This is an optimization exercise on Yosys and OpenROAD, whose aim is small area, a short achievable clock period and few clock cycles per item, not a production implementation.
In this exercise RTL edits were held to simulation tests only and were not proved equivalent to the original.

**design.v**
```verilog
`timescale 1ns/100ps
module givens_cordic (
  input  logic [51:0] pair_q,    
  input  logic [2:0]  iter,
  input  logic        scale,
  output logic [51:0] pair_d
);
  localparam int SAMPLE_W = 13;
  localparam int K_W      = 11;
  localparam int PROD_W   = SAMPLE_W + K_W;    
  localparam int K_FRAC   = 10;
  localparam logic signed [K_W-1:0] CORDIC_K = 11'sd622;    
  logic        [2:0]          iter_b;     
  logic        [1:0]          dir;
  logic signed [SAMPLE_W-1:0] xr0, yr0, xr1, yr1;
  logic signed [SAMPLE_W-1:0] x0_a, y0_a, x0_b, y0_b;
  logic signed [SAMPLE_W-1:0] x1_a, y1_a, x1_b, y1_b;
  logic signed [PROD_W-1:0]   px0, py0, px1, py1;
  assign xr1 = pair_q[51:39];
  assign xr0 = pair_q[38:26];
  assign yr1 = pair_q[25:13];
  assign yr0 = pair_q[12:0];
  assign iter_b = iter + 3'd1;
  assign dir[0] = ~yr0[SAMPLE_W-1];
  assign x0_a   = dir[0] ? (xr0 + (yr0 >>> iter)) : (xr0 - (yr0 >>> iter));
  assign y0_a   = dir[0] ? (yr0 - (xr0 >>> iter)) : (yr0 + (xr0 >>> iter));
  assign dir[1] = ~y0_a[SAMPLE_W-1];
  assign x0_b   = dir[1] ? (x0_a + (y0_a >>> iter_b)) : (x0_a - (y0_a >>> iter_b));
  assign y0_b   = dir[1] ? (y0_a - (x0_a >>> iter_b)) : (y0_a + (x0_a >>> iter_b));
  assign x1_a = dir[0] ? (xr1 + (yr1 >>> iter)) : (xr1 - (yr1 >>> iter));
  assign y1_a = dir[0] ? (yr1 - (xr1 >>> iter)) : (yr1 + (xr1 >>> iter));
  assign x1_b = dir[1] ? (x1_a + (y1_a >>> iter_b)) : (x1_a - (y1_a >>> iter_b));
  assign y1_b = dir[1] ? (y1_a - (x1_a >>> iter_b)) : (y1_a + (x1_a >>> iter_b));
  assign px0 = PROD_W'(xr0) * PROD_W'(CORDIC_K);
  assign py0 = PROD_W'(yr0) * PROD_W'(CORDIC_K);
  assign px1 = PROD_W'(xr1) * PROD_W'(CORDIC_K);
  assign py1 = PROD_W'(yr1) * PROD_W'(CORDIC_K);
  always_comb begin
    if (scale) begin
      pair_d = {px1[PROD_W-1], px1[K_FRAC+SAMPLE_W-2:K_FRAC],
                px0[PROD_W-1], px0[K_FRAC+SAMPLE_W-2:K_FRAC],
                py1[PROD_W-1], py1[K_FRAC+SAMPLE_W-2:K_FRAC],
                py0[PROD_W-1], py0[K_FRAC+SAMPLE_W-2:K_FRAC]};
    end else begin
      pair_d = {x1_b, x0_b, y1_b, y0_b};
    end
  end
endmodule
`timescale 1ns/100ps
module qr_row_store (
  input  logic        clk,
  input  logic        rst_n,
  input  logic        load_en,
  input  logic        wb_en,
  input  logic [2:0]  rw_idx,
  input  logic [2:0]  pair_idx,
  input  logic [25:0] load_row,
  input  logic [51:0] pair_d,
  output logic [51:0] pair_q,
  output logic [25:0] rd_row
);
  localparam int NUM_ROWS = 8;
  logic [25:0] rows [NUM_ROWS];
  logic [2:0]  x_idx;
  assign x_idx = pair_idx - 3'd1;
  always_ff @(posedge clk or negedge rst_n) begin
    if (!rst_n) begin
      for (int r = 0; r < NUM_ROWS; r++) begin
        rows[r] <= '0;
      end
    end else begin
      for (int r = 0; r < NUM_ROWS; r++) begin
        if (load_en && (rw_idx == 3'(r))) begin
          rows[r] <= load_row;
        end else if (wb_en && (x_idx == 3'(r))) begin
          rows[r] <= pair_d[51:26];
        end else if (wb_en && (pair_idx == 3'(r))) begin
          rows[r] <= pair_d[25:0];
        end
      end
    end
  end
  assign pair_q = {rows[x_idx], rows[pair_idx]};
  assign rd_row = rows[rw_idx];
endmodule
`timescale 1ns/100ps
module qr_sequencer (
  input  logic       clk,
  input  logic       rst_n,
  input  logic       valid,
  output logic       load_en,
  output logic       wb_en,
  output logic       scale,
  output logic       out_valid,
  output logic [2:0] rw_idx,
  output logic [2:0] pair_idx,
  output logic [2:0] iter
);
  localparam logic [1:0] QR_IDLE   = 2'd0;
  localparam logic [1:0] QR_CAL    = 2'd1;
  localparam logic [1:0] QR_OUT    = 2'd2;
  localparam logic [2:0] TOP_IDX   = 3'd7;
  localparam logic [2:0] LAST_ITER = 3'd6;    
  logic [1:0] state;
  logic [1:0] state_nxt;
  logic       scale_q;      
  logic       cal_start;
  logic       cal_done;
  logic       out_done;
  assign cal_start = (state == QR_IDLE) && valid && (rw_idx == 3'd0);
  assign cal_done  = (state == QR_CAL) && scale_q && (pair_idx == 3'd1);
  assign out_done  = (state == QR_OUT) && (rw_idx == 3'd0);
  always_comb begin
    state_nxt = state;
    case (state)
      QR_IDLE: begin
        if (cal_start) begin
          state_nxt = QR_CAL;
        end
      end
      QR_CAL: begin
        if (cal_done) begin
          state_nxt = QR_OUT;
        end
      end
      QR_OUT: begin
        if (out_done) begin
          state_nxt = QR_IDLE;
        end
      end
      default: state_nxt = QR_IDLE;
    endcase
  end
  always_ff @(posedge clk or negedge rst_n) begin
    if (!rst_n) begin
      state <= QR_IDLE;
    end else begin
      state <= state_nxt;
    end
  end
  always_ff @(posedge clk or negedge rst_n) begin
    if (!rst_n) begin
      rw_idx <= TOP_IDX;
    end else if (load_en || out_valid) begin
      if (rw_idx == 3'd0) begin
        rw_idx <= TOP_IDX;
      end else begin
        rw_idx <= rw_idx - 3'd1;
      end
    end
  end
  always_ff @(posedge clk or negedge rst_n) begin
    if (!rst_n) begin
      pair_idx <= TOP_IDX;
      iter     <= 3'd0;
      scale_q  <= 1'b0;
    end else if (state == QR_CAL) begin
      if (scale_q) begin
        scale_q <= 1'b0;
        iter    <= 3'd0;
        if (cal_done) begin
          pair_idx <= TOP_IDX;
        end else begin
          pair_idx <= pair_idx - 3'd1;
        end
      end else if (iter == LAST_ITER) begin
        scale_q <= 1'b1;       
      end else begin
        iter <= iter + 3'd2;
      end
    end
  end
  assign load_en   = (state == QR_IDLE) && valid;
  assign wb_en     = (state == QR_CAL);
  assign scale     = wb_en && scale_q;
  assign out_valid = (state == QR_OUT);
endmodule
`timescale 1ns/100ps
module qr_cordic_top (
  input  logic        clk,
  input  logic        rst_n,
  input  logic        valid,
  input  logic [25:0] in_row,      
  output logic        out_valid,
  output logic [25:0] out_row      
);
  logic        load_en;
  logic        wb_en;
  logic        scale;
  logic [2:0]  rw_idx;
  logic [2:0]  pair_idx;
  logic [2:0]  iter;
  logic [51:0] pair_q;
  logic [51:0] pair_d;
  logic [25:0] rd_row;
  qr_sequencer u_seq (
    .clk       (clk),
    .rst_n     (rst_n),
    .valid     (valid),
    .load_en   (load_en),
    .wb_en     (wb_en),
    .scale     (scale),
    .out_valid (out_valid),
    .rw_idx    (rw_idx),
    .pair_idx  (pair_idx),
    .iter      (iter)
  );
  qr_row_store u_store (
    .clk      (clk),
    .rst_n    (rst_n),
    .load_en  (load_en),
    .wb_en    (wb_en),
    .rw_idx   (rw_idx),
    .pair_idx (pair_idx),
    .load_row (in_row),
    .pair_d   (pair_d),
    .pair_q   (pair_q),
    .rd_row   (rd_row)
  );
  givens_cordic u_givens (
    .pair_q (pair_q),
    .iter   (iter),
    .scale  (scale),
    .pair_d (pair_d)
  );
  assign out_row = out_valid ? rd_row : '0;    
endmodule
```
**run.sh**
```bash
#!/bin/bash
# synth_recipe.tcl (not shown) runs the flow's synth.tcl, then flattens the netlist and writes it again
# the make line also repeats each setting of config.mk as NAME=value (left out here)
make -C /OpenROAD-flow-scripts/flow DESIGN_CONFIG=/design/flow/config.mk WORK_HOME=/design/flow/orfs CLKGATE_MAP_FILE= SYNTH_SCRIPT=/design/flow/synth_recipe.tcl finish
```
**config.mk**
```make
export PLATFORM = sky130hd
export DESIGN_NAME = qr_cordic_top
export DESIGN_NICKNAME = qr_cordic_top
export VERILOG_FILES = /design/flow/design.v
export SDC_FILE = /design/flow/constraint.sdc
export NUM_CORES = 4
export LEC_CHECK = 0
export CAP_MARGIN = 20
export CORE_MARGIN = 2
export CORE_UTILIZATION = 30
export SLEW_MARGIN = 20
```
**constraint.sdc**
```tcl
create_clock -name core_clock -period 10.0 [get_ports {clk}]
set_input_delay 2.0000 -clock core_clock [delete_from_list [all_inputs] [get_ports {clk}]]
set_output_delay 2.0000 -clock core_clock [all_outputs]
set_load 0.01 [all_outputs]
```
==> notes.md <==
## critical path, delay by kind of cell, from the launching register on
| family | cells | cell delay [ns] |
|---|---|---|
| adders and majority gates | 7 | 2.50 |
| buffers and inverters | 6 | 0.92 |
| xor gates and xnor gates | 2 | 0.83 |
| and+or+nand+nor | 1 | 0.19 |
| AOI/OAI and AO/OA | 15 | 4.28 |
| muxes | 1 | 0.23 |
| DFF | 1 | 0.58 |
## logic make-up (layout without fill, tap and decap cells)
family | Yosys count | after routing
compound gates | 1389 | 1389
xor+xnor | 185 | 185
fa+ha+maj | 512 | 512
buf+inv | 587 | 617
flops | 219 | 219
mux | 107 | 107
simple gates | 1157 | 1157
## placed cells by master (no fill, tap or decap), drive strengths merged, types with 28 or more instances in the layout
| cell type | count |
|---|---|
| nor2 | 432 |
| nand2 | 381 |
| ha | 327 |
| inv | 284 |
| a21oi | 266 |
| a22oi | 233 |
| buf | 228 |
| dfrtp | 213 |
| fa | 184 |
| o21ai | 180 |
| a31oi | 154 |
| xnor2 | 119 |
| a222oi | 74 |
| a221oi | 72 |
| xor2 | 64 |
| a21o | 60 |
| nand3 | 57 |
| nor3 | 56 |
| clkdlybuf4s50 | 54 |
| mux2 | 52 |
| clkbuf | 37 |
| nand2b | 34 |
| mux4 | 29 |
| and3 | 29 |
| o21a | 29 |
| or3 | 28 |
## worst max-delay path by stage
stage                               end              start  slack (ns)
detailed placement  u_store.rows[2][12]  u_seq.pair_idx[0]        0.11
finish              u_store.rows[1][12]  u_seq.pair_idx[0]        0.28
floorplan           u_store.rows[3][24]  u_seq.pair_idx[0]        0.16
global placement    u_store.rows[1][12]  u_seq.pair_idx[0]        0.15
CTS                 u_store.rows[2][12]  u_seq.pair_idx[0]        0.05
global route        u_store.rows[2][12]  u_seq.pair_idx[0]       -0.02
## cell type report
class                           instances  area [µm²]
Sequential cell                       219        5499
Inverter                              287        1077
Tap cell                             1500        1877
Multi-Input combinational cell       3350       26450
Clock buffer                           37       783.3
Timing Repair Buffer                  282        2351
Clock inverter                         11       135.1
Fill cell                           11610       74010
## state kept, by name, indices dropped and copies added (netlist names)
signal          count
u_store.rows      208
u_seq.iter          2
u_seq.state         2
u_seq.scale_q       1
u_seq.pair_idx      3
u_seq.rw_idx        3
## what timing repair did
item                       4_1_cts  5_1_grt
setup endpoints to repair        0       66
buffers inserted                 0       13
resized for setup                0       57
## routing by layer
| metal | global-route usage, % | vias up |
|---|---|---|
| li1 | - | 15390 |
| met5 | 0 | - |
| met2 | 38.18 | 2673 |
| met1 | 32.78 | 17130 |
| met3 | 6.496 | 745 |
| met4 | 16.48 | 4 |
## stage by stage
stage          utilization [%]  cell area (µm²)
2_1_floorplan                -            33820
3_3_place_gp             32.89            36900
3_5_place_dp             32.90            36910
4_1_cts                  33.71            37830
5_1_grt                  34.03            38180
6_report                 34.03            38180
==> impl_metrics.env <==
export IMPL_syn_nets=4696
export IMPL_drive_above_1_share_pct=12.40
export IMPL_routed_top_layer="met5"
export IMPL_ios=56
export IMPL_grt_overflow_total=0
export IMPL_slew_headroom_pct=14.65
export IMPL_insertion_delay_ns=0.58
export IMPL_reg2regPathDepth=32
export IMPL_async_flop_share_pct=100.0
export IMPL_syn2layout_area_growth_pct=12.87
export IMPL_drt_pre_antenna_iters=10
export IMPL_yosys_area_share_xor_xnor_pct=4.916
export IMPL_grt_pass1_vias=34340
export IMPL_crit_slowest_cell="xnor2_1"
export IMPL_yosys_top_cells_area="dfrtp_1 16%, ha_1 12%, fa_1 11%"
export IMPL_finalWeightedCongestion=0.9867
export IMPL_fin_nets=4706
export IMPL_postSynthAreaPerCell_um2=8.138
export IMPL_fin_hold_ws_ns=0.5310
export IMPL_numCtsBuffers=26
export IMPL_core_um2=112200
export IMPL_wl_met2_um=64200
export IMPL_synth_simple_gate_area_share_pct=15.31
export IMPL_grtUsageTotal_pct=25.59
export IMPL_synth_top_area_share_pct=15.76
export IMPL_drt_wl_total_um=153500
export IMPL_syn_inst=4156
export IMPL_fp_dieW_um=339.8
export IMPL_cts_tree="yes"
export IMPL_status="finished clean"
export IMPL_drc_errors=0
export IMPL_skew_ns=0.009580
export IMPL_required_ns=10.44
export IMPL_worstReg2RegStart="u_seq.pair_idx[0]"
export IMPL_setup_tns_ns=0
export IMPL_drtIter0Drc=5692
export IMPL_grt_pass1_wl_um=225200
export IMPL_min_from="u_seq.rw_idx[1]"
export IMPL_setup_viol=0
export IMPL_hold_violations=0
export IMPL_cts_hold_buffers=0
export IMPL_yosysTopAreaCell="dfrtp_1"
export IMPL_synth_ff_type="dfrtp_1"
export IMPL_hpwl_um=108600
export IMPL_via_per_inst=6.321
export IMPL_synth_compound_area_share_pct=29.20
export IMPL_clock_sinks=219
export IMPL_yosys_warnings=4
export IMPL_maxSlewViolCount=0
export IMPL_synth_cell_area_um2=33820
export IMPL_antennaDiodeCount=0
export IMPL_yosys_area_share_adder_pct=23.02
export IMPL_fin_crit_sh_pct=97.19
export IMPL_whs_endpoint="u_seq.rw_idx[1]"
export IMPL_finalWorstSetupSlack_ns=0.2806
export IMPL_io_buffers=55
export IMPL_synth_edf_count=0
export IMPL_rows=123
export IMPL_crit_top_cell="ha_1"
export IMPL_ys_seq_elements=219
export IMPL_die_area_um2=115400
export IMPL_pre_cts_slack_ns=0.1061
export IMPL_r2r_end="u_store.rows[1][12]"
export IMPL_vias=35940
export IMPL_cts_clk_slew_worst_paths_ns=0.07
export IMPL_start_util_pct=30.15
export IMPL_synth_most_common_cell="nor2_1"
export IMPL_place_inst=5625
export IMPL_htreeDepth=1
export IMPL_ant_nets=0
export IMPL_layout_min_cycle_time_ns=9.719
export IMPL_antenna_found_initial=3
export IMPL_die_h_um=339.8
export IMPL_root_buffer="clkbuf_16"
export IMPL_wl_met1_um=58730
export IMPL_r2r_slack_ns=0.28
export IMPL_synth_top_family_by_area="compound AO/OA/AOI/OAI gates"
export IMPL_crit_type="register to register"
export IMPL_synthMuxAreaShare_pct=4.443
export IMPL_tightestPinTransition_ns=1.280
export IMPL_cp_max_fo=9
export IMPL_rsz0062_at_grt="true"
export IMPL_cts_buffer_depth=3
export IMPL_max_freq_ghz=0.1029
export IMPL_ys_top_cells_by_count="432 x nor2_1, 380 x nand2_1, 327 x ha_1"
export IMPL_cp_arrival_ns=10.16
export IMPL_cp_start_kind="register"
export IMPL_drv_cap=0
export IMPL_wl_per_cell_um=27.00
export IMPL_hold_path_class="register to register"
export IMPL_final_instance_count_excl_fill=5686
export IMPL_hold_depth=2
export IMPL_grt_max_degree=117
export IMPL_wl_met3_um=18650
export IMPL_critPathCaptureType="register"
export IMPL_seq_area_frac_synth_pct=16.23
export IMPL_slowest_delay_ns=0.61
export IMPL_yosysUniqueCellTypes=108
Testbench counts, summed over its fixed seeds: cycles 16,320, matrices 320.

port drivers added, routing unchanged:
In the flow no input, the clock included, has a driving cell. The finished layout below was timed again as built, in two steps. Step 1 (the two cells are an assumption about what drives the block):
set clk [get_ports {clk}]
set_driving_cell -lib_cell sky130_fd_sc_hd__clkbuf_16 $clk
set_driving_cell -lib_cell sky130_fd_sc_hd__buf_2 [delete_from_list [all_inputs] $clk]
Step 2 adds t to the input delays and takes it off the output delays; t is the mean of the earliest and latest rising clock arrival at the registers after step 1. Input paths then give back, and output paths get back, about the clock's delay inside the block. Three values: ideal ports, drivers, drivers and shift; two values: the first two.
t (ns): 0.637
setup WS [ns]: 0.281 / 0.281 / 0.281
cell pins on the clock port's net: 1
After both steps setup and hold are still met in this run. For this run, drivers alone change the setup slack by 0.000 ns; drivers and shift together by 0.000 ns.
